From an optimization exercise on the open Yosys and OpenROAD flow, aimed at small area and a short achievable clock period; shortcuts taken in it are not production practice. Where RTL was checked, it was by simulation tests only, not by an equivalence proof against the original. No functional check of the RTL was part of runs 1 and 3 to 5. No activity file was given, so power comes from the tool's default toggle rates.

--- design/flow/config.mk ---
export PLATFORM = sky130hd
export DESIGN_NAME = region
export DESIGN_NICKNAME = region
export VERILOG_FILES = /design/flow/design.v
export SDC_FILE = /design/flow/constraint.sdc
export NUM_CORES = 4
export LEC_CHECK = 0
export CAP_MARGIN = 20
export CORE_MARGIN = 2
export CORE_UTILIZATION = 50
export CTS_CLUSTER_DIAMETER = 80
export CTS_CLUSTER_SIZE = 25
export SETUP_SLACK_MARGIN = 2.0
export SLEW_MARGIN = 20
export SYNTH_HIERARCHICAL = 1
--- design/flow/constraint.sdc ---
create_clock -name core_clock -period 4.0 [get_ports {clk}]
set_input_delay 0.8000 -clock core_clock [delete_from_list [all_inputs] [get_ports {clk}]]
set_output_delay 0.8000 -clock core_clock [all_outputs]
set_load 0.01 [all_outputs]
--- design/flow/design.v ---
`timescale 1ns/1ns
module region_ram (
    input  logic                           clk,
    input  logic [(1<<5)-1:0] rrow,
    output logic [16-1:0]      rword,
    input  logic                           we,
    input  logic [5-1:0]      waddr,
    input  logic [16-1:0]      wdata
);
    localparam int unsigned DEPTH = 1 << 5;
    logic [DEPTH-1:0][16-1:0] mem;
    logic [DEPTH-1:0]                     wrow;
    always_comb begin
        for (int i = 0; i < DEPTH; i++) begin
            wrow[i] = we && (waddr == 5'(i));
        end
    end
    always_ff @(posedge clk) begin
        for (int i = 0; i < DEPTH; i++) begin
            if (wrow[i]) begin
                mem[i] <= wdata;
            end
        end
    end
    row_mux i_row_mux (
        .row  (rrow),
        .mem  (mem),
        .word (rword)
    );
endmodule
module row_mux (
    input  logic [(1<<5)-1:0]                     row,
    input  logic [(1<<5)-1:0][16-1:0] mem,
    output logic [16-1:0]                          word
);
    logic [3:0][16-1:0] grp;
    logic [1:0][16-1:0] half_n;
    for (genvar g = 0; g < 4; g++) begin : g_grp
        row_or8 i_or8 (
            .row  (row[8*g +: 8]),
            .mem  (mem[8*g +: 8]),
            .word (grp[g])
        );
    end
    for (genvar h = 0; h < 2; h++) begin : g_half
        word_nor2 i_nor2 (
            .a (grp[2*h]),
            .b (grp[2*h+1]),
            .y (half_n[h])
        );
    end
    word_nand2 i_nand2 (
        .a (half_n[0]),
        .b (half_n[1]),
        .y (word)
    );
endmodule
module row_or8 (
    input  logic [7:0]                     row,
    input  logic [7:0][16-1:0] mem,
    output logic [16-1:0]      word
);
    always_comb begin
        word = '0;
        for (int i = 0; i < 8; i++) begin
            word |= {16{row[i]}} & mem[i];
        end
    end
endmodule
module word_nor2 (
    input  logic [16-1:0] a,
    input  logic [16-1:0] b,
    output logic [16-1:0] y
);
    assign y = ~(a | b);
endmodule
module word_nand2 (
    input  logic [16-1:0] a,
    input  logic [16-1:0] b,
    output logic [16-1:0] y
);
    assign y = ~(a & b);
endmodule
`timescale 1ns/1ns
module region_fifo (
    input  logic                      clk,
    input  logic                      rst_n,
    input  logic                      re,
    output logic [16-1:0] head,
    input  logic                      we,
    input  logic [16-1:0] wdata,
    output logic                      empty,
    output logic                      almostfull
);
    localparam int unsigned DEPTH = 1 << 5;
    localparam logic [5:0] AFULL_LEVEL = (5+1)'(DEPTH - 4);
    logic [DEPTH-1:0][16-1:0] mem;
    logic [5:0]   count;
    logic [3:0]                head_lo, head_lo_nxt;
    logic [DEPTH/4-1:0]        head_hi, head_hi_nxt;
    logic                      do_wr;
    logic [DEPTH-1:0]          hrow;
    logic [5:0]   count_up, count_dn, count_nxt;
    assign do_wr = we && !count[5];
    assign count_up = count + 1'b1;
    assign count_dn = count - 1'b1;
    always_comb begin
        if (re) begin
            count_nxt = do_wr ? count : count_dn;
        end else begin
            count_nxt = do_wr ? count_up : count;
        end
    end
    always_comb begin
        head_lo_nxt = head_lo;
        head_hi_nxt = head_hi;
        if (do_wr && !re) begin
            head_lo_nxt = {head_lo[2:0], head_lo[3]};
            if (head_lo[3]) begin
                head_hi_nxt = {head_hi[DEPTH/4-2:0], head_hi[DEPTH/4-1]};
            end
        end else if (re && !do_wr) begin
            head_lo_nxt = {head_lo[0], head_lo[3:1]};
            if (head_lo[0]) begin
                head_hi_nxt = {head_hi[0], head_hi[DEPTH/4-1:1]};
            end
        end
    end
    always_ff @(posedge clk) begin
        if (!rst_n) begin
            count      <= '0;
            head_lo    <= 4'b1000;
            head_hi    <= {1'b1, {(DEPTH/4-1){1'b0}}};
            empty      <= 1'b1;
            almostfull <= 1'b0;
        end else begin
            count      <= count_nxt;
            head_lo    <= head_lo_nxt;
            head_hi    <= head_hi_nxt;
            empty      <= (count_nxt == '0);
            almostfull <= (count_nxt >= AFULL_LEVEL);
        end
    end
    always_ff @(posedge clk) begin
        if (do_wr) begin
            mem <= {mem[DEPTH-2:0], wdata};
        end
    end
    always_comb begin
        for (int i = 0; i < DEPTH; i++) begin
            hrow[i] = head_lo[i%4] && head_hi[i/4];
        end
    end
    row_mux i_row_mux (
        .row  (hrow),
        .mem  (mem),
        .word (head)
    );
endmodule
`timescale 1ns/1ns
module read_arbiter (
    input  logic                                     clk,
    input  logic                                     rst_n,
    input  logic [4-1:0]                re,
    input  logic [2*4-1:0]              rsel,
    input  logic [5*4-1:0] raddr,
    output logic [4-1:0]                rvalid,
    output logic [16*4-1:0] rdata,
    output logic [(1<<5)-1:0]           ram_rrow,
    input  logic [16-1:0]                ram_rdata,
    output logic                                     fifo_re,
    input  logic [16-1:0]                fifo_rdata,
    input  logic                                     fifo_empty
);
    logic [4-1:0] ram_req;
    logic [4-1:0] fifo_req;
    logic [4-1:0] rvalid_q;
    logic [16*4-1:0] rdata_q;
    always_comb begin
        for (int c = 0; c < 4; c++) begin
            ram_req[c]  = re[c] && (rsel[2*c +: 2] == 2'd1);
            fifo_req[c] = re[c] && (rsel[2*c +: 2] == 2'd2);
        end
    end
    logic [4-1:0][(1<<5)-1:0] chan_row_n;
    for (genvar c = 0; c < 4; c++) begin : g_dec
        chan_row_dec i_chan_row_dec (
            .re    (re[c]),
            .rsel  (rsel[2*c +: 2]),
            .raddr (raddr[c*5 +: 5]),
            .row_n (chan_row_n[c])
        );
    end
    row_merge i_row_merge (
        .row_n (chan_row_n),
        .row   (ram_rrow)
    );
    assign fifo_re = |fifo_req && !fifo_empty;
    always_ff @(posedge clk) begin
        if (!rst_n) begin
            rvalid_q <= '0;
        end else begin
            for (int c = 0; c < 4; c++) begin
                rvalid_q[c] <= ram_req[c] || (fifo_req[c] && !fifo_empty);
            end
        end
    end
    always_ff @(posedge clk) begin
        for (int c = 0; c < 4; c++) begin
            rdata_q[c*16 +: 16] <= rsel[2*c + 1] ? fifo_rdata : ram_rdata;
        end
    end
    assign rvalid = rvalid_q;
    assign rdata  = rdata_q;
endmodule
module chan_row_dec (
    input  logic                           re,
    input  logic [1:0]                     rsel,
    input  logic [5-1:0]      raddr,
    output logic [(1<<5)-1:0] row_n
);
    always_comb begin
        for (int i = 0; i < (1 << 5); i++) begin
            row_n[i] = !(re && rsel == 2'd1 && raddr == 5'(i));
        end
    end
endmodule
module row_merge (
    input  logic [4-1:0][(1<<5)-1:0] row_n,
    output logic [(1<<5)-1:0]                     row
);
    always_comb begin
        row = '0;
        for (int c = 0; c < 4; c++) begin
            row |= ~row_n[c];
        end
    end
endmodule
`timescale 1ns/1ns
module write_arbiter (
    input  logic                                     clk,
    input  logic                                     rst_n,
    input  logic [4-1:0]                we,
    input  logic [2*4-1:0]              wsel,
    input  logic [5*4-1:0] waddr,
    input  logic [16*4-1:0] wdata,
    output logic                                     ram_we,
    output logic [5-1:0]                ram_waddr,
    output logic [16-1:0]                ram_wdata,
    output logic                                     fifo_we,
    output logic [16-1:0]                fifo_wdata
);
    logic [4-1:0] ram_req;
    logic [4-1:0] fifo_req;
    logic [5-1:0] ram_waddr_d;
    logic [16-1:0] ram_wdata_d;
    logic [16-1:0] fifo_wdata_d;
    always_comb begin
        ram_waddr_d  = '0;
        ram_wdata_d  = '0;
        fifo_wdata_d = '0;
        for (int c = 0; c < 4; c++) begin
            ram_req[c]  = we[c] && wsel[2*c + 0];
            fifo_req[c] = we[c] && wsel[2*c + 1];
            ram_waddr_d  |= {5{ram_req[c]}}  & waddr[c*5 +: 5];
            ram_wdata_d  |= {16{ram_req[c]}}  & wdata[c*16 +: 16];
            fifo_wdata_d |= {16{fifo_req[c]}} & wdata[c*16 +: 16];
        end
    end
    always_ff @(posedge clk) begin
        if (!rst_n) begin
            ram_we  <= 1'b0;
            fifo_we <= 1'b0;
        end else begin
            ram_we  <= |ram_req;
            fifo_we <= |fifo_req;
        end
    end
    always_ff @(posedge clk) begin
        ram_waddr  <= ram_waddr_d;
        ram_wdata  <= ram_wdata_d;
        fifo_wdata <= fifo_wdata_d;
    end
endmodule
`timescale 1ns/1ns
module region (
    input  logic                                     clk,
    input  logic                                     rst_n,
    input  logic [4-1:0]                re,
    input  logic [2*4-1:0]              rsel,
    input  logic [5*4-1:0] raddr,
    input  logic [4-1:0]                we,
    input  logic [2*4-1:0]              wsel,
    input  logic [5*4-1:0] waddr,
    input  logic [16*4-1:0] wdata,
    output logic [4-1:0]                rvalid,
    output logic [16*4-1:0] rdata,
    output logic                                     empty,
    output logic                                     almostfull
);
    logic [(1<<5)-1:0] ram_rrow;
    logic [16-1:0] ram_rdata;
    logic                      ram_we;
    logic [5-1:0] ram_waddr;
    logic [16-1:0] ram_wdata;
    logic                      fifo_re;
    logic [16-1:0] fifo_rdata;
    logic                      fifo_we;
    logic [16-1:0] fifo_wdata;
    read_arbiter i_read_arbiter (
        .clk        (clk),
        .rst_n      (rst_n),
        .re         (re),
        .rsel       (rsel),
        .raddr      (raddr),
        .rvalid     (rvalid),
        .rdata      (rdata),
        .ram_rrow   (ram_rrow),
        .ram_rdata  (ram_rdata),
        .fifo_re    (fifo_re),
        .fifo_rdata (fifo_rdata),
        .fifo_empty (empty)
    );
    write_arbiter i_write_arbiter (
        .clk        (clk),
        .rst_n      (rst_n),
        .we         (we),
        .wsel       (wsel),
        .waddr      (waddr),
        .wdata      (wdata),
        .ram_we     (ram_we),
        .ram_waddr  (ram_waddr),
        .ram_wdata  (ram_wdata),
        .fifo_we    (fifo_we),
        .fifo_wdata (fifo_wdata)
    );
    region_ram i_region_ram (
        .clk    (clk),
        .rrow   (ram_rrow),
        .rword  (ram_rdata),
        .we     (ram_we),
        .waddr  (ram_waddr),
        .wdata  (ram_wdata)
    );
    region_fifo i_region_fifo (
        .clk        (clk),
        .rst_n      (rst_n),
        .re         (fifo_re),
        .head       (fifo_rdata),
        .we         (fifo_we),
        .wdata      (fifo_wdata),
        .empty      (empty),
        .almostfull (almostfull)
    );
endmodule
--- design/flow/flow/run.sh ---
#!/bin/bash
# Layout flow: the standard ORFS flow (standard.sh), unchanged synthesis,
# with plain buffers on the ports instead of the delay cells buffer_ports
# picks by default. Each step's output goes to a log of its own here.
set -euo pipefail
export BUFFER_PORTS_ARGS="-buffer_cell sky130_fd_sc_hd__buf_2"
bash standard.sh synth > synth.log 2>&1
bash standard.sh floorplan > floorplan.log 2>&1
bash standard.sh place > place.log 2>&1
bash standard.sh cts > cts.log 2>&1
bash standard.sh route > route.log 2>&1
bash standard.sh finish > finish.log 2>&1
--- design/flow/standard.sh ---
#!/bin/bash
# synth_recipe.tcl (not shown) runs the flow's synth.tcl, then flattens the netlist and writes it again
# the make line also repeats each setting of config.mk as NAME=value (left out here)
make -C /OpenROAD-flow-scripts/flow DESIGN_CONFIG=/design/flow/config.mk WORK_HOME=/design/flow/orfs CLKGATE_MAP_FILE= SYNTH_SCRIPT=/design/flow/synth_recipe.tcl "${@:-finish}"
==> flow_summary.ini, run 1 <==
[logic_synthesis]
synth-simple-area-share_pct = 9.667
muxShareOfSynthArea_pct = 2.254
yosys-top-cells-area = edfxtp_1, a22oi_1, dfxtp_1
synth_most_common_cell = edfxtp_1
postSynthCellCount = 2761
avgSynthCellArea_um2 = 16.33
synthTopCellsByCount = edfxtp_1, a22oi_1, nand4_1
ys.flop_type = edfxtp_1
synthAdderAreaFrac_pct = 0.1110
synth_top_family_by_area = simple AND/OR/NAND/NOR gates
synth_top_area_share_pct = 68.21
synth-compound-area-share_pct = 9.442
ys_async_sr_fraction_pct = 0
ys_types = 62
syn_nets = 2895
synthesis.area_um2 = 45080
yosys.area.top_type = edfxtp_1
synth_xor_area_share_pct = 0.07772
yosys_warnings = 13
seq_area_frac_synth_pct = 73.85
ys_seq_elements = 1151
synth_edf_count = 1024

[routing]
wire_per_inst_um = 27.54
finalWirelength_mm = 114.8
final_antenna_net_count = 0
vias = 26090
first_pass_iters = 5
avgViaCountPerCell = 6.260
drc = 0
drt_iter0_drc = 3309

[power]
p_int_mw = 18.64
power.switching_mw = 6.752
p_sw_share_pct = 26.59
seq_power_share_pct = 59.3
vdd_drop_max_uv = 468.3
power_leakage_nw = 16.06
clkPwrFrac_pct = 25.1
power.share.combinational_pct = 15.6
power.density_nw_per_um2 = 511.2
total_power_mw = 25.39

[finish]
multiInputGateArea_um2 = 10680
syn2layout_area_growth_pct = 10.19
fin_nets = 3077
drive_above_1_share_pct = 24.53
fill_cells = 7094
seq_area_um2 = 33330

[floorplanning]
pin_count = 200
std_cell_rows = 110
die_h_um = 304.3
core_area_um2 = 89740
die_x_um = 304.3
dieArea_um2 = 92580
initial_core_util_pct = 50.24

[global_routing]
antenna_found_initial = 13
grt_max_degree = 109
grt_pass1_vias = 25150
overflow = 0
grtUsageTotal_pct = 24.13
grt_pass1_wl_mm = 167.4

[cts]
numCtsBuffers = 54
clock-sinks = 1151
cts_root_buf = clkbuf_16
clk_pin_slew_ns = 0.10
clock_latency_ns = 0.66
clk_path_buf_depth = 3
htree_num_levels = 2
hold_buffers = 0
cts_tree = built

[sta]
hold_violations = 0
setup-tns-final_ns = 0
slew-limit-headroom_pct = 41.76
setup_violations = 0
report.final.slew_viol_count = 0
clock_skew_ns = 0.02887
max_clock_freq_mhz = 395.7
tightest_slew_ns = 0.8736
fin_crit_ns = 2.527
finalCritPeriodShare_pct = 63.18
rsz0062_at_grt = true

[setup_path]
reg2reg_slack_ns = 1.64
start_kind = input pin
reg2reg_from = i_region_fifo.head_lo[2]$_SDFFE_PN0P_
cp_top_family = simple AND/OR/NAND/NOR gates
path_cells = buf_12 > and4b_2 > nand4_1 > nand4_1 > buf_4 > buf_8 > a22oi_2 > nand4_1 > nor2_4 > nand2_4 > mux2_4
cp-end-kind = register
cp_max_fo = 8
critPathMostFrequentCell = nand4_1
startpoint = rsel[0]
cpPeakStageDelay_ns = 0.29
cp_slowest_cell = nand4_1
path_buf_inv = 3
cp.arrival_ns = 3.08
worstSetupPathType = input pin to register
worstPathRequired_ns = 4.55
worstReg2RegEnd = i_read_arbiter.rdata_q[42]$_DFF_P_
ff2ff_path_depth = 6

[min_path]
hold_start = wdata[28]
worstHoldPathCells = 3
min_path_type = input pin to register
whs_endpoint = i_write_arbiter.ram_wdata[12]$_DFF_P_

[run_status]
status = finished clean

[placed_design]
hpwl_mm = 74.77
io_buffers = 199
gp_congestion = 0.9436

[flow_run]
max_cap_viol_count = 0
==> worst max-delay path by stage <==
| stage | end | slack (ns) | cells past startpoint |
|---|---|---|---|
| detailed placement | i_read_arbiter.rdata_q[48]$_DFF_P_ | 0.49 | 10 |
| finish | i_read_arbiter.rdata_q[34]$_DFF_P_ | 1.47 | 11 |
| CTS | i_read_arbiter.rdata_q[14]$_DFF_P_ | 1.57 | 11 |
| floorplan | i_region_fifo.head_lo[3]$_SDFFE_PN1P_ | -5.50 | 6 |
| global route | i_read_arbiter.rdata_q[31]$_DFF_P_ | 1.36 | 11 |
| global placement | i_read_arbiter.rdata_q[0]$_DFF_P_ | 0.49 | 10 |
==> power groups by stage <==
stage / clock network (mW) / registers (mW) / logic [mW]
6_report: 6.36 / 15.1 / 3.97
5_1_grt: 6.94 / 15.2 / 4.24
4_1_cts: 6.53 / 15.1 / 3.87
3_5_place_dp: 0 / 15.3 / 3.59
3_3_place_gp: 0 / 15.2 / 3.51
2_1_floorplan: 0 / 15.5 / 2.05
==> per-module statistics from Yosys, one instance, submodules excluded, excerpt <==
module         times used  area [µm²]
word_nor2               4       60.06
chan_row_dec            4       346.6
read_arbiter            1        2456
region_ram              1       15640
region_fifo             1       16730
row_or8                 8       779.5
write_arbiter           1        2067
row_merge               1       200.2
word_nand2              2       60.06
==> layout make-up <==
class                   count  share of cell area, %
repair buffers            328                  5.040
inverters                   6                0.06045
multi-input cells        1402                  21.50
well taps                1176                  2.962
clock inverters             7                 0.1738
diodes                      4                0.02015
clock buffers              94                  3.149
flip-flops and latches   1151                  67.09
==> cells by family (layout without fill, tap and decap cells) <==
logic type | Yosys count | after routing
adder cells (fa/ha/maj) | 4 | 4
other | 0 | 4
AND/OR/NAND/NOR | 765 | 765
AO/OA/AOI/OAI | 547 | 548
XOR/XNOR | 4 | 4
buffers and inverters | 209 | 435
flip-flops | 1151 | 1151
multiplexers | 81 | 81
==> through the flow <==
step | utilization, % | hold WS, ns | instance area [µm²] | setup slack [ns] | std cells
global placement | 51.72 | 0.3899 | 46410 | 0.4914 | 4006
finish | 55.36 | 0.4070 | 49670 | 1.473 | 4168
CTS | 54.85 | 0.3676 | 49220 | 1.575 | 4149
global route | 55.35 | 0.4016 | 49670 | 1.357 | 4165
detailed placement | 51.74 | 0.3887 | 46430 | 0.4885 | 4006
floorplan | - | 0.3855 | 45390 | -5.504 | 2761
==> state kept, by name, indices dropped and copies added (netlist names) <==
name and count:
i_region_fifo.almostfull 1, i_region_fifo.head_lo 4, i_write_arbiter.ram_wdata 16, i_region_ram.mem 512, i_write_arbiter.ram_we 1, i_region_fifo.mem 512, i_write_arbiter.fifo_wdata 16, i_read_arbiter.rvalid_q 4
i_write_arbiter.fifo_we 1, i_region_fifo.head_hi 8, i_region_fifo.empty 1, i_region_fifo.count 6, i_read_arbiter.rdata_q 64, i_write_arbiter.ram_waddr 5
==> placed cells by master, fill, tap and decap left out, types with 18 or more instances in the layout <==
cell type	count
clkbuf_1	36
buf_2	186
dfxtp_1	108
nand4_1	206
and4bb_2	18
clkbuf_16	62
edfxtp_1	1024
nand3_1	149
a22oi_2	91
buf_6	21
and2_2	18
nand2_1	145
nor2_4	22
nor2_1	59
nor2_2	22
a22oi_1	425
buf_4	89
mux2_4	49
==> metal layers <==
metal  up-vias  GRT usage (%)  share of wire [%]
met2      1198          34.88                 43
met1     13260          36.96                 45
li1      11480              -                  -
met5         -              0               0.11
met3       144          5.411                9.2
met4        12          6.332                2.9
==> timing repair <==
| action | 4_1_cts | 5_1_grt |
|---|---|---|
| endpoints found under the setup margin | 985 | 640 |
| gates resized for setup | 189 | 75 |
| pin swaps | 58 | 32 |
| gates cloned | 5 | 8 |
| buffers inserted | 37 | 7 |
==> tightest hold or removal path, stage by stage <==
cell and delay (ns):
buf_2 0.09, nand3_1 0.07, nand4_1 0.06
==> run 2: changes to the inputs <==
--- a/design/flow/design.v
+++ b/design/flow/design.v
@@ -175,7 +175,8 @@
     logic [4-1:0] ram_req;
     logic [4-1:0] fifo_req;
     logic [4-1:0] rvalid_q;
-    logic [16*4-1:0] rdata_q;
+    logic [16-1:0] ram_word_q;
+    logic [16-1:0] fifo_word_q;
     always_comb begin
         for (int c = 0; c < 4; c++) begin
             ram_req[c]  = re[c] && (rsel[2*c +: 2] == 2'd1);
@@ -206,12 +207,21 @@
         end
     end
     always_ff @(posedge clk) begin
-        for (int c = 0; c < 4; c++) begin
-            rdata_q[c*16 +: 16] <= rsel[2*c + 1] ? fifo_rdata : ram_rdata;
-        end
+        ram_word_q  <= ram_rdata;
+        fifo_word_q <= fifo_rdata;
     end
     assign rvalid = rvalid_q;
-    assign rdata  = rdata_q;
+    for (genvar c = 0; c < 4; c++) begin : g_chan
+        for (genvar b = 0; b < 16; b += 4) begin : g_slice
+            rdata_slice i_slice (
+                .clk       (clk),
+                .from_fifo (rsel[2*c + 1]),
+                .ram_word  (ram_word_q[b +: 4]),
+                .fifo_word (fifo_word_q[b +: 4]),
+                .rdata     (rdata[c*16 + b +: 4])
+            );
+        end
+    end
 endmodule
 module chan_row_dec (
     input  logic                           re,
@@ -236,6 +246,19 @@
         end
     end
 endmodule
+module rdata_slice (
+    input  logic       clk,
+    input  logic       from_fifo,
+    input  logic [3:0] ram_word,
+    input  logic [3:0] fifo_word,
+    output logic [3:0] rdata
+);
+    logic from_fifo_q;
+    always_ff @(posedge clk) begin
+        from_fifo_q <= from_fifo;
+    end
+    assign rdata = from_fifo_q ? fifo_word : ram_word;
+endmodule
 `timescale 1ns/1ns
 module write_arbiter (
     input  logic                                     clk,
==> run 2 against run 1 <==
- clock skew is 0.028 ns higher
- maximum frequency is 8.2% higher
- count of clock-buffer cells in the layout is 8 lower
- wire length is 5.0% higher
- area after synthesis is 1.2% lower
- sequential share of layout area is 1.8 points lower
- via count is 1.2% higher
- critical path depth is 9 lower
- flip-flop and latch count is 16 lower
- highest routed layer is now met4
- total power is 1.6% lower
==> flow_summary.ini, run 2 <==
[cts]
cts_root_buf = clkbuf_16
htree_num_levels = 2
clk_path_buf_depth = 3
cts_tree = built
numCtsBuffers = 54
clock_latency_ns = 0.67
clk_pin_slew_ns = 0.09
clock-sinks = 1135

[finish]
final_common_cell = edfxtp_1
final_area_um2 = 50680
drive_above_1_share_pct = 26.33
insertedDiodeCount = 0
fill_cells = 6812
fin_nets = 3106
top_regs = i_region_fifo.mem: 512 flops, i_region_ram.mem: 512 flops
syn2layout_area_growth_pct = 13.84
mostFrequentLayoutCells = edfxtp_1, a22oi_1, nand4_1, nand2_1, nand3_1

[setup_path]
cp.arrival_ns = 1.54
cp_max_fo = 4
ff2ff_path_depth = 5
worstSetupPathType = register to output pin
start_kind = register
cp-end-kind = output pin
worstPathRequired_ns = 3.20

[routing]
first_pass_iters = 5
drt_iter0_drc = 3175
vias = 26400
finalWirelength_mm = 120.5
wire_per_inst_um = 28.83
drc = 0
final_antenna_net_count = 0
avgViaCountPerCell = 6.315

[placed_design]
io_buffers = 199
gp_congestion = 0.8783
hpwl_mm = 73.89
placed_area_um2 = 45790

[logic_synthesis]
synth_edf_count = 1024
seq_area_frac_synth_pct = 74.06
yosys-top-cells-area = edfxtp_1, a22oi_1, dfxtp_1
synth_most_common_cell = edfxtp_1
postSynthCellCount = 2735
ys.flop_type = edfxtp_1
synthTopCellsByCount = edfxtp_1, a22oi_1, nand4_1
yosys.area.top_type = edfxtp_1
synthesis.area_um2 = 44520
yosys_warnings = 14
ys_seq_elements = 1135
synth_top_area_share_pct = 69.07
ys_async_sr_fraction_pct = 0
syn_nets = 2869
ys_types = 64
avgSynthCellArea_um2 = 16.28

[floorplanning]
core_area_um2 = 88370
initial_core_util_pct = 50.38
die_x_um = 302.4
die_h_um = 302.4
std_cell_rows = 109
dieArea_um2 = 91440
pin_count = 200

[sta]
rsz0062_at_grt = true
fin_crit_ns = 2.336
tightest_slew_ns = 0.8130
hold_violations = 0
setup-tns-final_ns = 0
finalCritPeriodShare_pct = 58.41
slew-limit-headroom_pct = 45.80
setup_violations = 0
report.final.slew_viol_count = 0
clock_skew_ns = 0.05669
max_clock_freq_mhz = 428.0

[power]
power.switching_mw = 6.541
power.density_nw_per_um2 = 493.1
seq_power_share_pct = 59.5
p_sw_share_pct = 26.17
power.share.combinational_pct = 14.6
power_leakage_nw = 16.55
vdd_drop_max_uv = 526.7
p_int_mw = 18.45
clkPwrFrac_pct = 25.9

[global_routing]
grtUsageTotal_pct = 25.56
grt_pass1_wl_mm = 172.1
grt_max_degree = 77
grt_pass1_vias = 25570
overflow = 0
antenna_found_initial = 1

[min_path]
worstHoldPathCells = 1
min_path_type = input pin to register

[run_status]
status = finished clean

[flow_run]
max_cap_viol_count = 0
-- run 2: critical path, cell delays in order, from the launching register on --
cell,delay (ns)
dfxtp_4,0.45
mux2_4,0.33
buf_6,0.13
-- run 2: modules after synthesis, one instance, submodules excluded, a selection --
module         copies in the design  cells
write_arbiter                     1    262
chan_row_dec                      4     53
row_or8                           8     96
word_nor2                         4     16
row_merge                         1     32
word_nand2                        2     16
-- run 2: cell type report --
type                    instances  area (µm²)  area share [%]
flip-flops and latches       1135       33080           65.28
multi-input cells            1400       10570           20.85
repair buffers                376        3830           7.557
clock buffers                  86        1503           2.965
well taps                    1165        1458           2.876
clock inverters                14       215.2          0.4246
inverters                       5       22.52         0.04444
-- run 2: what timing repair did --
item / 4_1_cts / 5_1_grt
hold buffers: 0 / 0
endpoints found under the setup margin: 657 / 319
cloned: 17 / 5
gates resized for setup: 374 / 134
pin swaps: 61 / 95
setup buffers: 64 / 27
-- run 2: kinds of logic after synthesis --
| kind of cell | synth area share, % |
|---|---|
| mux | 1.981 |
| flops | 74.06 |
| buf+inv | 4.365 |
| xor+xnor | 0.07871 |
| simple gates | 9.806 |
| compound gates | 9.595 |
| fa+ha+maj | 0.1124 |
-- run 2: power groups by stage --
stage	clock (mW)	combinational (mW)	sequential, mW
6_report	6.47	3.64	14.9
5_1_grt	7.02	3.87	15.0
4_1_cts	6.62	3.59	14.9
3_5_place_dp	0	2.93	15.1
3_3_place_gp	0	2.90	15.0
2_1_floorplan	0	1.94	14.9
-- run 2: metrics by stage --
step	total power, mW	std cells	util [%]	hold WS, ns	worst slack, ns
3_5_place_dp	18.04	3968	51.81	0.3887	0.7479
4_1_cts	25.07	4149	56.41	0.3072	1.626
6_report	24.99	4181	57.35	0.3277	1.664
3_3_place_gp	17.93	3968	51.81	0.3906	0.7764
2_1_floorplan	16.84	2735	-	0.3855	-5.504
5_1_grt	25.87	4181	57.35	0.2992	1.624
-- run 2: path summary, 6_finish.rpt --
| kind | slack, ns | endpoint | startpoint |
|---|---|---|---|
| setup reg to reg | 2.05 | i_read_arbiter.fifo_word_q[2]$_DFF_P_ | i_region_fifo.head_lo[1]$_SDFFE_PN0P_ |
| hold / removal | 0.33 | register | rsel[3] |
| hold reg to reg | 0.41 | i_region_fifo.mem[2]$_DFFE_PP_ | i_write_arbiter.fifo_wdata[2]$_DFF_P_ |
| setup / recovery | 1.66 | rdata[46] | register |
-- run 2: per-layer routing --
metal | track usage, % | part of all wire, %
met5 | 0 | 0
met4 | 7.295 | 3.0
met3 | 2.543 | 6.1
met2 | 43.16 | 50
met1 | 35.53 | 41
==> run 3: changes to the inputs <==
--- a/design/flow/design.v
+++ b/design/flow/design.v
@@ -102,30 +102,48 @@
     logic [DEPTH-1:0]          hrow;
     logic [5:0]   count_up, count_dn, count_nxt;
     assign do_wr = we && !count[5];
+    localparam int unsigned SW = (5 + 1) + 4 + DEPTH/4 + 2;
+    logic [5:0] count_nord, count_rd;
+    logic [3:0]              head_lo_nord, head_lo_rd;
+    logic [DEPTH/4-1:0]      head_hi_nord, head_hi_rd;
+    logic                    empty_nord, empty_rd;
+    logic                    afull_nord, afull_rd;
+    logic [SW-1:0]           state_nxt;
+    logic                    empty_nxt, afull_nxt;
     assign count_up = count + 1'b1;
     assign count_dn = count - 1'b1;
     always_comb begin
-        if (re) begin
-            count_nxt = do_wr ? count : count_dn;
+        if (do_wr) begin
+            count_nord   = count_up;
+            head_lo_nord = {head_lo[2:0], head_lo[3]};
+            head_hi_nord = head_lo[3] ? {head_hi[DEPTH/4-2:0], head_hi[DEPTH/4-1]} : head_hi;
+            empty_nord   = 1'b0;
+            afull_nord   = (count_up >= AFULL_LEVEL);
+            count_rd     = count;
+            head_lo_rd   = head_lo;
+            head_hi_rd   = head_hi;
+            empty_rd     = 1'b0;
+            afull_rd     = almostfull;
         end else begin
-            count_nxt = do_wr ? count_up : count;
-        end
-    end
-    always_comb begin
-        head_lo_nxt = head_lo;
-        head_hi_nxt = head_hi;
-        if (do_wr && !re) begin
-            head_lo_nxt = {head_lo[2:0], head_lo[3]};
-            if (head_lo[3]) begin
-                head_hi_nxt = {head_hi[DEPTH/4-2:0], head_hi[DEPTH/4-1]};
-            end
-        end else if (re && !do_wr) begin
-            head_lo_nxt = {head_lo[0], head_lo[3:1]};
-            if (head_lo[0]) begin
-                head_hi_nxt = {head_hi[0], head_hi[DEPTH/4-1:1]};
-            end
-        end
-    end
+            count_nord   = count;
+            head_lo_nord = head_lo;
+            head_hi_nord = head_hi;
+            empty_nord   = empty;
+            afull_nord   = almostfull;
+            count_rd     = count_dn;
+            head_lo_rd   = {head_lo[0], head_lo[3:1]};
+            head_hi_rd   = head_lo[0] ? {head_hi[0], head_hi[DEPTH/4-1:1]} : head_hi;
+            empty_rd     = (count_dn == '0);
+            afull_rd     = (count_dn >= AFULL_LEVEL);
+        end
+    end
+    late_sel #(.W(SW)) i_late_sel (
+        .s (re),
+        .a ({count_rd,   head_lo_rd,   head_hi_rd,   empty_rd,   afull_rd}),
+        .b ({count_nord, head_lo_nord, head_hi_nord, empty_nord, afull_nord}),
+        .y (state_nxt)
+    );
+    assign {count_nxt, head_lo_nxt, head_hi_nxt, empty_nxt, afull_nxt} = state_nxt;
     always_ff @(posedge clk) begin
         if (!rst_n) begin
             count      <= '0;
@@ -137,8 +155,8 @@
             count      <= count_nxt;
             head_lo    <= head_lo_nxt;
             head_hi    <= head_hi_nxt;
-            empty      <= (count_nxt == '0);
-            almostfull <= (count_nxt >= AFULL_LEVEL);
+            empty      <= empty_nxt;
+            almostfull <= afull_nxt;
         end
     end
     always_ff @(posedge clk) begin
@@ -157,6 +175,16 @@
         .word (head)
     );
 endmodule
+module late_sel #(
+    parameter int unsigned W = 1
+) (
+    input  logic         s,
+    input  logic [W-1:0] a,
+    input  logic [W-1:0] b,
+    output logic [W-1:0] y
+);
+    assign y = s ? a : b;
+endmodule
 `timescale 1ns/1ns
 module read_arbiter (
     input  logic                                     clk,
@@ -175,8 +203,6 @@
     logic [4-1:0] ram_req;
     logic [4-1:0] fifo_req;
     logic [4-1:0] rvalid_q;
-    logic [16-1:0] ram_word_q;
-    logic [16-1:0] fifo_word_q;
     always_comb begin
         for (int c = 0; c < 4; c++) begin
             ram_req[c]  = re[c] && (rsel[2*c +: 2] == 2'd1);
@@ -206,18 +232,15 @@
             end
         end
     end
-    always_ff @(posedge clk) begin
-        ram_word_q  <= ram_rdata;
-        fifo_word_q <= fifo_rdata;
-    end
     assign rvalid = rvalid_q;
     for (genvar c = 0; c < 4; c++) begin : g_chan
         for (genvar b = 0; b < 16; b += 4) begin : g_slice
             rdata_slice i_slice (
                 .clk       (clk),
+                .from_ram  (ram_req[c]),
                 .from_fifo (rsel[2*c + 1]),
-                .ram_word  (ram_word_q[b +: 4]),
-                .fifo_word (fifo_word_q[b +: 4]),
+                .ram_word  (ram_rdata[b +: 4]),
+                .fifo_word (fifo_rdata[b +: 4]),
                 .rdata     (rdata[c*16 + b +: 4])
             );
         end
@@ -248,16 +271,23 @@
 endmodule
 module rdata_slice (
     input  logic       clk,
+    input  logic       from_ram,
     input  logic       from_fifo,
     input  logic [3:0] ram_word,
     input  logic [3:0] fifo_word,
     output logic [3:0] rdata
 );
-    logic from_fifo_q;
+    logic       from_ram_q;
+    logic       from_fifo_q;
+    logic [3:0] ram_word_q;
+    logic [3:0] fifo_word_q;
     always_ff @(posedge clk) begin
-        from_fifo_q <= from_fifo;
+        from_ram_q  <= from_ram;
+        from_fifo_q <= from_fifo && !from_ram;
+        ram_word_q  <= ram_word;
+        fifo_word_q <= fifo_word;
     end
-    assign rdata = from_fifo_q ? fifo_word : ram_word;
+    assign rdata = ({4{from_ram_q}} & ram_word_q) | ({4{from_fifo_q}} & fifo_word_q);
 endmodule
 `timescale 1ns/1ns
 module write_arbiter (
==> run 3 against run 2 <==
- global-route usage grew 0.42 points
- combinational power shrank 39%
- utilization shrank 0.080 points
- cell count grew 6.2%
- clock power grew 7.1%
- first-iteration DRC count grew 8.3%
- hold slack gained 0.047 ns
- largest power group unchanged
==> flow_summary.ini, run 3 <==
[floorplanning]
std_cell_rows = 112
core_area_um2 = 93470
die_h_um = 311.4
die_x_um = 311.4
dieArea_um2 = 96960
pin_count = 200
initial_core_util_pct = 50.54

[cts]
clock-sinks = 1247
hold_buffers = 0
cts_tree = built
clock_latency_ns = 0.70
clk_path_buf_depth = 3
clk_pin_slew_ns = 0.10
htree_num_levels = 2
cts_root_buf = clkbuf_16
numCtsBuffers = 58

[finish]
final_common_cell = edfxtp_1
mostFrequentLayoutCells = edfxtp_1, a22oi_1, nand4_1, dfxtp_1, nand3_1
fin_nets = 3281
syn2layout_area_growth_pct = 13.30
top_regs = i_region_fifo.mem: 512 flops, i_region_ram.mem: 512 flops
drive_above_1_share_pct = 27.29
insertedDiodeCount = 0
stdcell_count = 4442
fill_cells = 7253

[run_status]
status = finished clean

[setup_path]
start_kind = register
reg2reg_slack_ns = 2.03
path_cells = a22o_1 > buf_2
reg2reg_from = i_region_fifo.head_lo[1]$_SDFF_PN0_
ff2ff_path_depth = 5
worstSetupPathType = register to output pin
cpPeakStageDelay_ns = 0.35
cp_slowest_cell = dfxtp_2
cp-end-kind = output pin
cp_max_fo = 4
worstPathRequired_ns = 3.20
cp.arrival_ns = 1.48

[global_routing]
grt_pass1_wl_mm = 185.6
grt_max_degree = 134
grtUsageTotal_pct = 25.98
grt_pass1_vias = 26490
overflow = 0
antenna_found_initial = 2

[flow_run]
max_cap_viol_count = 0

[logic_synthesis]
yosys-top-cells-area = edfxtp_1, dfxtp_1, a22oi_1
ys_seq_elements = 1247
seq_area_frac_synth_pct = 74.54
ys_types = 54
synth_most_common_cell = edfxtp_1
synthTopCellsByCount = edfxtp_1, a22oi_1, dfxtp_1
ys_async_sr_fraction_pct = 0
avgSynthCellArea_um2 = 16.25
yosys_warnings = 14
yosys.area.top_type = edfxtp_1
syn_nets = 3040
synthesis.area_um2 = 47240
synth_edf_count = 1024
ys.flop_type = edfxtp_1
synth_top_area_share_pct = 65.09
postSynthCellCount = 2907

[power]
power.density_nw_per_um2 = 464.9
vdd_drop_max_uv = 360.8
power_leakage_nw = 17.63
total_power_mw = 24.88

[routing]
vias = 27770
final_antenna_net_count = 0
avgViaCountPerCell = 6.251
drc = 0
wire_per_inst_um = 29.34
finalWirelength_mm = 130.3
drt_iter0_drc = 3439
first_pass_iters = 6

[sta]
tightest_slew_ns = 0.8965
fin_crit_ns = 2.281
finalCritPeriodShare_pct = 57.04
setup_violations = 0
report.final.slew_viol_count = 0
clock_skew_ns = 0.04372
setup-tns-final_ns = 0
rsz0062_at_grt = true
hold_violations = 0
slew-limit-headroom_pct = 40.23
max_clock_freq_mhz = 438.3
holdWs_ns = 0.3749
fin_ws_ns = 1.719

[placed_design]
io_buffers = 199
dp_slack_ns = 0.6976
dpl.cell_count = 4234
gp_congestion = 0.9605
hpwl_mm = 83.79

[min_path]
min_path_type = input pin to register
hold_start = rsel[1]
worstHoldPathCells = 2
[run 3: changes by cell type in the layout (fill, tap and decap cells not counted), sizes merged, moves of 4 or more]
cell    before  now
a22o         1   64
and2        38   52
and3         4    0
clkbuf      89   98
dfxtp      111  223
mux2        65   36
mux2i       15    0
nand2      163  170
nor2        95  101
nor2b        4   16
o211a        8    0
or3b         0    4
xnor2        3   10
[run 3: worst max path at each step]
stage | depth (start not counted) | to | start | slack [ns]
CTS | 2 | rdata[33] | register | 1.68
floorplan | 8 | i_region_fifo.count[3]$_SDFF_PN0_ | i_region_fifo.count[5]$_SDFF_PN0_ | 1.24
global placement | 9 | register | rsel[5] | 0.73
global route | 2 | rdata[61] | register | 1.68
finish | 2 | rdata[61] | register | 1.72
detailed placement | 9 | register | rsel[5] | 0.70
[run 3: cell families (layout without fill, tap and decap cells)]
family	after synthesis	count (layout)	synth area share (%)
AO/OA/AOI/OAI	598	598	9.884
XOR/XNOR	10	10	0.2013
adder cells (fa/ha/maj)	3	3	0.07946
flip-flops	1247	1247	74.54
multiplexers	36	36	1.144
buffers and inverters	207	487	4.291
AND/OR/NAND/NOR	806	807	9.860
[run 3: cell type report]
type	instances	area, µm²	share of cell area (%)
clock inverter	7	113.9	0.2127
sequential	1247	35340	66.02
tap	1254	1569	2.931
multi-input combinational	1454	11220	20.97
timing repair inverter	1	16.27	0.03039
timing repair buffer	377	3538	6.611
clock buffer	93	1668	3.116
inverter	9	60.06	0.1122
[run 3: stage by stage]
step / utilization, % / instance area, µm²
after floorplan: - / 47710
after global placement: 52.25 / 48840
after detailed placement: 52.25 / 48840
after CTS: 56.37 / 52690
after global routing: 57.26 / 53530
final: 57.26 / 53530
[run 3: timing repair]
action | CTS | global route
pin swaps | 118 | 110
cloned | 14 | 5
buffers inserted | 59 | 30
gates resized for setup | 368 | 114
endpoints found under the setup margin | 842 | 407
[run 3: per-module statistics from Yosys, one instance, submodules excluded, excerpt]
module         flip-flops and latches  cells inside  copies in the design  cell area (µm²)
region_ram                        512           562                     1            15640
write_arbiter                      39           262                     1             2067
word_nand2                          0            16                     2            60.06
region_fifo                       532           680                     1            16910
read_arbiter                        4            33                     1            254.0
row_or8                             0            96                     8            779.5
rdata_slice                        10            15                    16            241.5
chan_row_dec                        0            53                     4            346.6
row_merge                           0            32                     1            200.2
[run 3: metal layers]
| metal | vias up | global-route usage, % | wire length (µm) |
|---|---|---|---|
| met5 | - | 0 | 29 |
| met4 | 4 | 6.533 | 3679 |
| met3 | 180 | 5.284 | 10540 |
| met2 | 1199 | 41.53 | 61790 |
| met1 | 14310 | 36.60 | 54300 |
| li1 | 12080 | - | - |
[run 3: where the power goes]
part	internal (mW)	switching [mW]
clock network	2.98	3.94
logic	0.802	1.43
registers	15.2	0.555
[run 3: worst max-delay path: cells and delay by family, from the launching register on]
kind	cells	cell delay [ns]
flops	1	0.35
compound gates	1	0.29
buf+inv	1	0.16
==> run 4: changes to the inputs <==
--- a/design/flow/design.v
+++ b/design/flow/design.v
@@ -67,17 +67,21 @@
         end
     end
 endmodule
-module word_nor2 (
-    input  logic [16-1:0] a,
-    input  logic [16-1:0] b,
-    output logic [16-1:0] y
+module word_nor2 #(
+    parameter int unsigned W = 16
+) (
+    input  logic [W-1:0] a,
+    input  logic [W-1:0] b,
+    output logic [W-1:0] y
 );
     assign y = ~(a | b);
 endmodule
-module word_nand2 (
-    input  logic [16-1:0] a,
-    input  logic [16-1:0] b,
-    output logic [16-1:0] y
+module word_nand2 #(
+    parameter int unsigned W = 16
+) (
+    input  logic [W-1:0] a,
+    input  logic [W-1:0] b,
+    output logic [W-1:0] y
 );
     assign y = ~(a & b);
 endmodule
@@ -203,6 +207,8 @@
     logic [4-1:0] ram_req;
     logic [4-1:0] fifo_req;
     logic [4-1:0] rvalid_q;
+    logic [16-1:0] ram_word_q;
+    logic [16-1:0] fifo_word_q;
     always_comb begin
         for (int c = 0; c < 4; c++) begin
             ram_req[c]  = re[c] && (rsel[2*c +: 2] == 2'd1);
@@ -232,6 +238,10 @@
             end
         end
     end
+    always_ff @(posedge clk) begin
+        ram_word_q  <= ram_rdata;
+        fifo_word_q <= fifo_rdata;
+    end
     assign rvalid = rvalid_q;
     for (genvar c = 0; c < 4; c++) begin : g_chan
         for (genvar b = 0; b < 16; b += 4) begin : g_slice
@@ -239,8 +249,8 @@
                 .clk       (clk),
                 .from_ram  (ram_req[c]),
                 .from_fifo (rsel[2*c + 1]),
-                .ram_word  (ram_rdata[b +: 4]),
-                .fifo_word (fifo_rdata[b +: 4]),
+                .ram_word  (ram_word_q[b +: 4]),
+                .fifo_word (fifo_word_q[b +: 4]),
                 .rdata     (rdata[c*16 + b +: 4])
             );
         end
@@ -277,17 +287,38 @@
     input  logic [3:0] fifo_word,
     output logic [3:0] rdata
 );
-    logic       from_ram_q;
-    logic       from_fifo_q;
-    logic [3:0] ram_word_q;
-    logic [3:0] fifo_word_q;
+    logic from_ram_q;
+    logic from_fifo_q;
     always_ff @(posedge clk) begin
         from_ram_q  <= from_ram;
         from_fifo_q <= from_fifo && !from_ram;
-        ram_word_q  <= ram_word;
-        fifo_word_q <= fifo_word;
     end
-    assign rdata = ({4{from_ram_q}} & ram_word_q) | ({4{from_fifo_q}} & fifo_word_q);
+    logic [3:0] ram_n;
+    logic [3:0] fifo_n;
+    word_and_n #(.W(4)) i_ram_gate (
+        .en  (from_ram_q),
+        .a   (ram_word),
+        .y_n (ram_n)
+    );
+    word_and_n #(.W(4)) i_fifo_gate (
+        .en  (from_fifo_q),
+        .a   (fifo_word),
+        .y_n (fifo_n)
+    );
+    word_nand2 #(.W(4)) i_nand2 (
+        .a (ram_n),
+        .b (fifo_n),
+        .y (rdata)
+    );
+endmodule
+module word_and_n #(
+    parameter int unsigned W = 16
+) (
+    input  logic         en,
+    input  logic [W-1:0] a,
+    output logic [W-1:0] y_n
+);
+    assign y_n = ~({W{en}} & a);
 endmodule
 `timescale 1ns/1ns
 module write_arbiter (
==> run 4 against run 3 <==
- count of clock-buffer cells in the layout unchanged
- largest power group unchanged
- maximum frequency grew 1.1%
- global-route usage grew 0.48 points
- setup slack improved by 0.025 ns
- critical path type unchanged
- largest cell class unchanged
- die area is 3.5% lower
==> flow_summary.ini, run 4 <==
[logic_synthesis]
seq_area_frac_synth_pct = 73.02
yosys.area.top_type = edfxtp_1
yosys-top-cells-area = edfxtp_1, a22oi_1, dfxtp_1
yosys_warnings = 14
synthAdderAreaFrac_pct = 0.08233
synth_top_area_share_pct = 67.45
synthesis.area_um2 = 45590
synth_xor_area_share_pct = 0.2086
synth_top_family_by_area = simple AND/OR/NAND/NOR gates
ys_types = 52
ys_seq_elements = 1151
synth_most_common_cell = edfxtp_1
syn_nets = 3072
postSynthCellCount = 2939
synthTopCellsByCount = edfxtp_1, a22oi_1, nand2_1
ys_async_sr_fraction_pct = 0
synth_edf_count = 1024
ys.flop_type = edfxtp_1
synth-compound-area-share_pct = 9.013
synth-simple-area-share_pct = 12.04
avgSynthCellArea_um2 = 15.51
muxShareOfSynthArea_pct = 1.186

[cts]
clock_latency_ns = 0.67
cts_tree = built
clock-sinks = 1151
clk_path_buf_depth = 3
clk_pin_slew_ns = 0.10
htree_num_levels = 2
cts_root_buf = clkbuf_16
numCtsBuffers = 56

[finish]
final_common_cell = edfxtp_1
top_regs = i_region_fifo.mem: 512 flops, i_region_ram.mem: 512 flops
drive_above_1_share_pct = 29.34
syn2layout_area_growth_pct = 13.51
fill_cells = 6947
mostFrequentLayoutCells = edfxtp_1, a22oi_1, nand2_1, nand4_1, nand3_1
fin_nets = 3315

[global_routing]
antenna_found_initial = 5
grt_pass1_vias = 27070
grt_max_degree = 144
grt_pass1_wl_mm = 182.7
overflow = 0
grtUsageTotal_pct = 26.46

[floorplanning]
initial_core_util_pct = 50.57
die_x_um = 306.0
pin_count = 200
core_area_um2 = 90150
std_cell_rows = 110
dieArea_um2 = 93610
die_h_um = 306.0

[setup_path]
worstSetupPathType = register to output pin
cp_max_fo = 4
cp_top_family = flip-flops
cp_slowest_cell = dfxtp_4
start_kind = register
critPathMostFrequentCell = nand2_1
worstPathRequired_ns = 3.20
cpPeakStageDelay_ns = 0.46
path_buf_inv = 1
path_cells = nand2_1 > nand2_1 > buf_2
cp-end-kind = output pin
cp.arrival_ns = 1.46

[routing]
final_antenna_net_count = 0
wire_per_inst_um = 29.00
drc = 0
first_pass_iters = 6
avgViaCountPerCell = 6.259
finalWirelength_mm = 127.7
vias = 27570
drt_iter0_drc = 3283

[placed_design]
gp_congestion = 0.9195
hpwl_mm = 82.05
io_buffers = 199
dp_slack_ns = 0.8397

[sta]
slew-limit-headroom_pct = 25.83
max_clock_freq_mhz = 443.1
report.final.slew_viol_count = 0
finalCritPeriodShare_pct = 56.42
clock_skew_ns = 0.03275
fin_crit_ns = 2.257
tightest_slew_ns = 1.108
rsz0062_at_grt = true
hold_violations = 0
fin_ws_ns = 1.743
setup_violations = 0
setup-tns-final_ns = 0

[power]
power.density_nw_per_um2 = 450.1
vdd_drop_max_uv = 405.9
power_leakage_nw = 17.10

[run_status]
status = finished clean

[flow_run]
max_cap_viol_count = 0

[min_path]
min_path_type = input pin to register
## run 4: cell count changes in the layout (fill, tap and decap cells not counted), sizes merged, moves of 4 or more
cell and change:
dfxtp -96, buf +6, nand2b +4, or2b -4, nand2 +192, a22o -64
## run 4: layer usage
metal	routed length [µm]	up-vias	GRT usage, %
met4	4971	4	10.77
li1	-	12070	-
met5	17	-	0
met1	50490	14220	34.42
met3	8495	220	3.726
met2	63750	1059	44.92
## run 4: area by class of cell
type                    instances  area (µm²)  area share, %
clock buffers                  93        1603          3.097
flip-flops and latches       1151       33490          64.71
repair inverters                1       16.27        0.03143
multi-input cells            1581       11350          21.93
repair buffers                382        3605          6.966
diodes                          1       2.502       0.004836
clock inverters                11       153.9         0.2974
well taps                    1176        1471          2.843
inverters                       9       60.06         0.1161
## run 4: per-stage QoR
step	std cells	utilization, %	power (mW)	hold slack, ns	instance area (µm²)
floorplan	2939	-	15.63	0.3855	46030
global placement	4176	52.15	16.52	0.3892	47010
detailed placement	4176	52.16	16.56	0.3887	47020
CTS	4337	55.92	23.25	0.3383	50410
global route	4404	57.40	24.03	0.3600	51750
finish	4405	57.40	23.29	0.3773	51750
## run 4: where the power goes
part | internal [mW] | switching [mW] | total, mW
registers | 14.0 | 0.745 | 14.8
clock network | 2.86 | 3.76 | 6.62
logic | 0.746 | 1.17 | 1.91
total | 17.6 | 5.67 | 23.3
## run 4: kinds of logic (layout without fill, tap and decap cells)
logic type,count (synthesis),count (layout)
xor+xnor,10,10
buf+inv,207,496
fa+ha+maj,3,3
compound gates,534,534
simple gates,998,998
flops,1151,1151
mux,36,36
other cells,0,1
## run 4: what timing repair did
| item | 4_1_cts | 5_1_grt |
|---|---|---|
| resized for setup | 353 | 193 |
| setup buffers | 53 | 61 |
| hold buffers | 0 | 0 |
| endpoints found under the setup margin | 955 | 180 |
| gates cloned | 4 | 6 |
| endpoints found under the hold margin | 0 | 0 |
| pin swaps | 154 | 103 |
## run 4: worst paths after layout
check	slack [ns]	depth (start not counted)	endpoint	startpoint
min	0.38	3	i_write_arbiter.ram_waddr[4]$_DFF_P_	waddr[9]
max reg2reg	2.05	3	i_region_ram.mem[132]$_DFFE_PP_	i_write_arbiter.ram_waddr[4]$_DFF_P_
max	1.74	3	rdata[61]	i_read_arbiter.ram_word_q[13]$_DFF_P_
min reg2reg	0.40	0	i_region_fifo.mem[11]$_DFFE_PP_	i_write_arbiter.fifo_wdata[11]$_DFF_P_
## run 4: worst reg2reg max path: stages, from the launching register on
cell and delay, ns:
dfxtp_1 0.45, or4b_4 0.70, nor2_2 0.15, buf_4 0.30
## run 4: modules after synthesis (local to each module, per instance), excerpt
module	times used	flops+latches
word_nand2	2	0
row_merge	1	0
read_arbiter	1	36
region_fifo	1	532
rdata_slice	16	2
row_or8	8	0
chan_row_dec	4	0
word_nor2	4	0
write_arbiter	1	39
region_ram	1	512
==> run 5: changes to the inputs <==
--- a/design/flow/design.v
+++ b/design/flow/design.v
@@ -207,8 +207,8 @@
     logic [4-1:0] ram_req;
     logic [4-1:0] fifo_req;
     logic [4-1:0] rvalid_q;
-    logic [16-1:0] ram_word_q;
-    logic [16-1:0] fifo_word_q;
+    logic [1:0][16-1:0] ram_word_q;
+    logic [1:0][16-1:0] fifo_word_q;
     always_comb begin
         for (int c = 0; c < 4; c++) begin
             ram_req[c]  = re[c] && (rsel[2*c +: 2] == 2'd1);
@@ -238,9 +238,17 @@
             end
         end
     end
-    always_ff @(posedge clk) begin
-        ram_word_q  <= ram_rdata;
-        fifo_word_q <= fifo_rdata;
+    for (genvar p = 0; p < 2; p++) begin : g_pair
+        word_reg i_ram_word (
+            .clk (clk),
+            .d   (ram_rdata),
+            .q   (ram_word_q[p])
+        );
+        word_reg i_fifo_word (
+            .clk (clk),
+            .d   (fifo_rdata),
+            .q   (fifo_word_q[p])
+        );
     end
     assign rvalid = rvalid_q;
     for (genvar c = 0; c < 4; c++) begin : g_chan
@@ -249,8 +257,8 @@
                 .clk       (clk),
                 .from_ram  (ram_req[c]),
                 .from_fifo (rsel[2*c + 1]),
-                .ram_word  (ram_word_q[b +: 4]),
-                .fifo_word (fifo_word_q[b +: 4]),
+                .ram_word  (ram_word_q[c/2][b +: 4]),
+                .fifo_word (fifo_word_q[c/2][b +: 4]),
                 .rdata     (rdata[c*16 + b +: 4])
             );
         end
@@ -320,6 +328,15 @@
 );
     assign y_n = ~({W{en}} & a);
 endmodule
+module word_reg (
+    input  logic                      clk,
+    input  logic [16-1:0] d,
+    output logic [16-1:0] q
+);
+    always_ff @(posedge clk) begin
+        q <= d;
+    end
+endmodule
 `timescale 1ns/1ns
 module write_arbiter (
     input  logic                                     clk,
==> run 5 against run 4 <==
- critical path type is now input pin to register
- critical path depth is 7 higher
- cell count is 2.0% higher
- area after synthesis is 1.6% higher
- combinational power is 12% higher
- sequential power hardly changed
- register-to-register slack worse by 0.04 ns
- maximum frequency is 0.29% lower
- hold slack better by 0.0073 ns
- cell area is 1.7% higher
- highest routed layer unchanged
- wire length is 1.1% higher
- non-clock buffer count is 16 lower
- still clean on timing, DRC and antenna
- flip-flop and latch count is 32 higher
==> flow_summary.ini, run 5 <==
[run_status]
status = finished clean

[logic_synthesis]
synthesis.area_um2 = 46330
synth_most_common_cell = edfxtp_1
synth_edf_count = 1024
syn_nets = 3103
yosys-top-cells-area = edfxtp_1, a22oi_1, dfxtp_1
ys.flop_type = edfxtp_1
avgSynthCellArea_um2 = 15.60
synth_top_area_share_pct = 66.38
postSynthCellCount = 2970
synthTopCellsByCount = edfxtp_1, a22oi_1, nand2_1
ys_seq_elements = 1183
ys_async_sr_fraction_pct = 0
yosys_warnings = 15
seq_area_frac_synth_pct = 73.25
yosys.area.top_type = edfxtp_1
ys_types = 57

[floorplanning]
std_cell_rows = 111
pin_count = 200
core_area_um2 = 91800
die_x_um = 308.4
die_h_um = 308.4
initial_core_util_pct = 50.46
dieArea_um2 = 95100

[finish]
final_common_cell = edfxtp_1
drive_above_1_share_pct = 31.15
syn2layout_area_growth_pct = 13.62
top_regs = i_region_fifo.mem: 512 flops, i_region_ram.mem: 512 flops
final_area_um2 = 52630
mostFrequentLayoutCells = edfxtp_1, a22oi_1, nand2_1, nand4_1, nand3_1
fill_cells = 7145
fin_nets = 3331

[setup_path]
start_kind = input pin
reg2reg_from = i_write_arbiter.ram_we$_SDFF_PN0_
cp_top_family = simple AND/OR/NAND/NOR gates
path_cells = buf_12 > and4b_1 > nand2_1 > nand4_1 > buf_6 > buf_12 > a22oi_2 > nand4_1 > nor2_4 > nand2_2
worstPathRequired_ns = 4.55
cp_slowest_cell = nand4_1
cp_max_fo = 7
cpPeakStageDelay_ns = 0.37
startpoint = re[3]
path_buf_inv = 3
worstSetupPathType = input pin to register
cp-end-kind = register
cp.arrival_ns = 2.81

[routing]
finalWirelength_mm = 129.2
avgViaCountPerCell = 6.170
routedLengthMet1_mm = 51.52
final_antenna_net_count = 0
drc = 0
routed.top_layer = met5
vias = 27720
wire_per_inst_um = 28.76
wl_met2_mm = 64.80
drt_iter0_drc = 3341
first_pass_iters = 6
wl_met3_mm = 7.846

[power]
power_leakage_nw = 17.30
p_int_mw = 17.94
total_power_mw = 23.79
power.density_nw_per_um2 = 452.0
p_sw_share_pct = 24.58
clkPwrFrac_pct = 27.8
power.switching_mw = 5.849
vdd_drop_max_uv = 370.9
power.share.combinational_pct = 8.9
seq_power_share_pct = 63.2

[cts]
clock-sinks = 1183
numCtsBuffers = 56
clk_pin_slew_ns = 0.10
cts_root_buf = clkbuf_16
clock_latency_ns = 0.67
htree_num_levels = 2
hold_buffers = 0
clk_path_buf_depth = 3
cts_tree = built

[global_routing]
grt_max_degree = 158
overflow = 0
grt_pass1_wl_mm = 186.4
antenna_found_initial = 7
grt_pass1_vias = 27360
grtUsageTotal_pct = 26.82

[placed_design]
gp_congestion = 0.9426
io_buffers = 199
placed_area_um2 = 47860
hpwl_mm = 83.27

[sta]
finalCritPeriodShare_pct = 56.59
hold_violations = 0
clock_skew_ns = 0.02078
setup_violations = 0
setup-tns-final_ns = 0
rsz0062_at_grt = true
slew-limit-headroom_pct = 40.35
fin_crit_ns = 2.263
tightest_slew_ns = 0.8947
report.final.slew_viol_count = 0
max_clock_freq_mhz = 441.8

[flow_run]
max_cap_viol_count = 0

[min_path]
min_path_type = input pin to register
hold_start = waddr[5]
run 5: cell count changes after synthesis, sizes merged, moves of 3 or more:
cell    previous run  this run
or2b               0         4
dfxtp            127       159
nand3            160       157
nand2b            12         8
run 5: power groups by stage:
stage | logic (mW) | clock network [mW] | registers (mW)
3_5_place_dp | 1.80 | 0 | 15.3
3_3_place_gp | 1.76 | 0 | 15.2
6_report | 2.13 | 6.62 | 15.0
2_1_floorplan | 1.08 | 0 | 15.0
4_1_cts | 2.06 | 6.77 | 15.0
5_1_grt | 2.25 | 7.17 | 15.1
run 5: modules after synthesis (local to each module, per instance), a selection:
module	cell area (µm²)	flops+latches	cells
region_fifo	17000	532	679
region_ram	15640	512	562
write_arbiter	2067	39	262
row_or8	779.5	0	96
chan_row_dec	346.6	0	53
word_reg	320.3	16	16
read_arbiter	254.0	4	33
row_merge	200.2	0	32
word_nand2	60.06	0	16
word_nor2	60.06	0	16
rdata_slice	53.80	2	3
run 5: per-layer routing:
metal | vias to the layer above | global-route usage (%)
met5 | - | 0
met4 | 8 | 9.382
met3 | 206 | 3.862
met2 | 1020 | 45.78
met1 | 14360 | 35.17
li1 | 12130 | -
run 5: worst paths after layout:
| kind | end | slack (ns) | cells after the start |
|---|---|---|---|
| max reg2reg | i_region_ram.mem[252]$_DFFE_PP_ | 2.01 | 3 |
| min reg2reg | i_region_fifo.mem[4]$_DFFE_PP_ | 0.39 | 0 |
| min | i_write_arbiter.ram_waddr[0]$_DFF_P_ | 0.38 | 3 |
| max | i_read_arbiter.g_pair[0].i_ram_word.q[11]$_DFF_P_ | 1.74 | 10 |
run 5: final cells by class:
cell class                      count  area, µm²  share of cell area, %
Sequential cell                  1183      34170                  64.93
Multi-Input combinational cell   1581      11750                  22.33
Timing Repair Buffer              366       3349                  6.364
Clock buffer                       96       1583                  3.007
Tap cell                         1243       1555                  2.955
Clock inverter                     10      126.4                 0.2401
Inverter                            8      56.30                 0.1070
Timing Repair inverter              2      32.53                0.06181
Antenna cell                        3      7.507                0.01426
run 5: cells by family (layout without fill, tap and decap cells):
| group | after synthesis | after routing | share of synthesized area [%] |
|---|---|---|---|
| buffers and inverters | 206 | 482 | 4.419 |
| flip-flops | 1183 | 1183 | 73.25 |
| XOR/XNOR | 9 | 9 | 0.2350 |
| multiplexers | 38 | 38 | 1.210 |
| other | 0 | 3 | 0 |
| adder cells (fa/ha/maj) | 3 | 3 | 0.08103 |
| AO/OA/AOI/OAI | 534 | 534 | 8.859 |
| AND/OR/NAND/NOR | 997 | 997 | 11.95 |
run 5: metrics by stage:
stage	worst slack, ns	hold WS (ns)	util [%]	std cells
global route	1.745	0.3652	57.33	4491
finish	1.737	0.3845	57.33	4492
global placement	0.6116	0.3900	52.13	4282
detailed placement	0.5955	0.3887	52.14	4282
floorplan	1.183	0.3855	-	2970
CTS	1.764	0.3419	56.68	4472
run 5: worst register-to-register path, stage by stage (launching register included):
cell	delay, ns
dfxtp_1	0.60
nand4b_1	0.50
nor2_1	0.24
buf_4	0.32
run 5: repair_timing:
| item | in CTS | in global routing |
|---|---|---|
| gates resized for setup | 487 | 151 |
| setup buffers | 78 | 16 |
| pin swaps | 199 | 97 |
| endpoints found under the setup margin | 890 | 166 |
| gates cloned | 6 | 1 |

==> re-timing with driven ports <==
In the flow no input, the clock included, has a driving cell. The finished layouts below were timed again as built, in two steps.
Step 1, drivers: a clkbuf_16 drives clk and a buf_2 each remaining input, both assumed.
Step 2 times the ports against the registers' clock, not the clock port: input delays grow and output delays shrink by t, the midpoint of the rising clock arrivals with the driver on.
Three values: ideal, step 1, step 2; two values: the first two.
run	t, ns	setup WS [ns]	hold WS [ns]	clock arrival spread, ns	pins driven straight from the clock port
run 1	0.710	1.473 / 1.461 / 0.750	0.407 / 0.364 / 0.411	0.031 / 0.031	1
run 2	0.710	1.664 / 1.593 / 1.167	0.328 / 0.303 / 0.408	0.057 / 0.057	1
run 3	0.750	1.719 / 1.645 / 1.015	0.375 / 0.348 / 0.398	0.045 / 0.045	1
run 4	0.728	1.743 / 1.672 / 1.118	0.377 / 0.334 / 0.395	0.035 / 0.035	1
run 5	0.728	1.737 / 1.714 / 0.987	0.385 / 0.335 / 0.395	0.026 / 0.025	1
After both steps setup and hold are still met in every run listed. The setup slack of run 5, which loses most, moves by -0.023 ns with the drivers and by -0.750 ns with both steps.
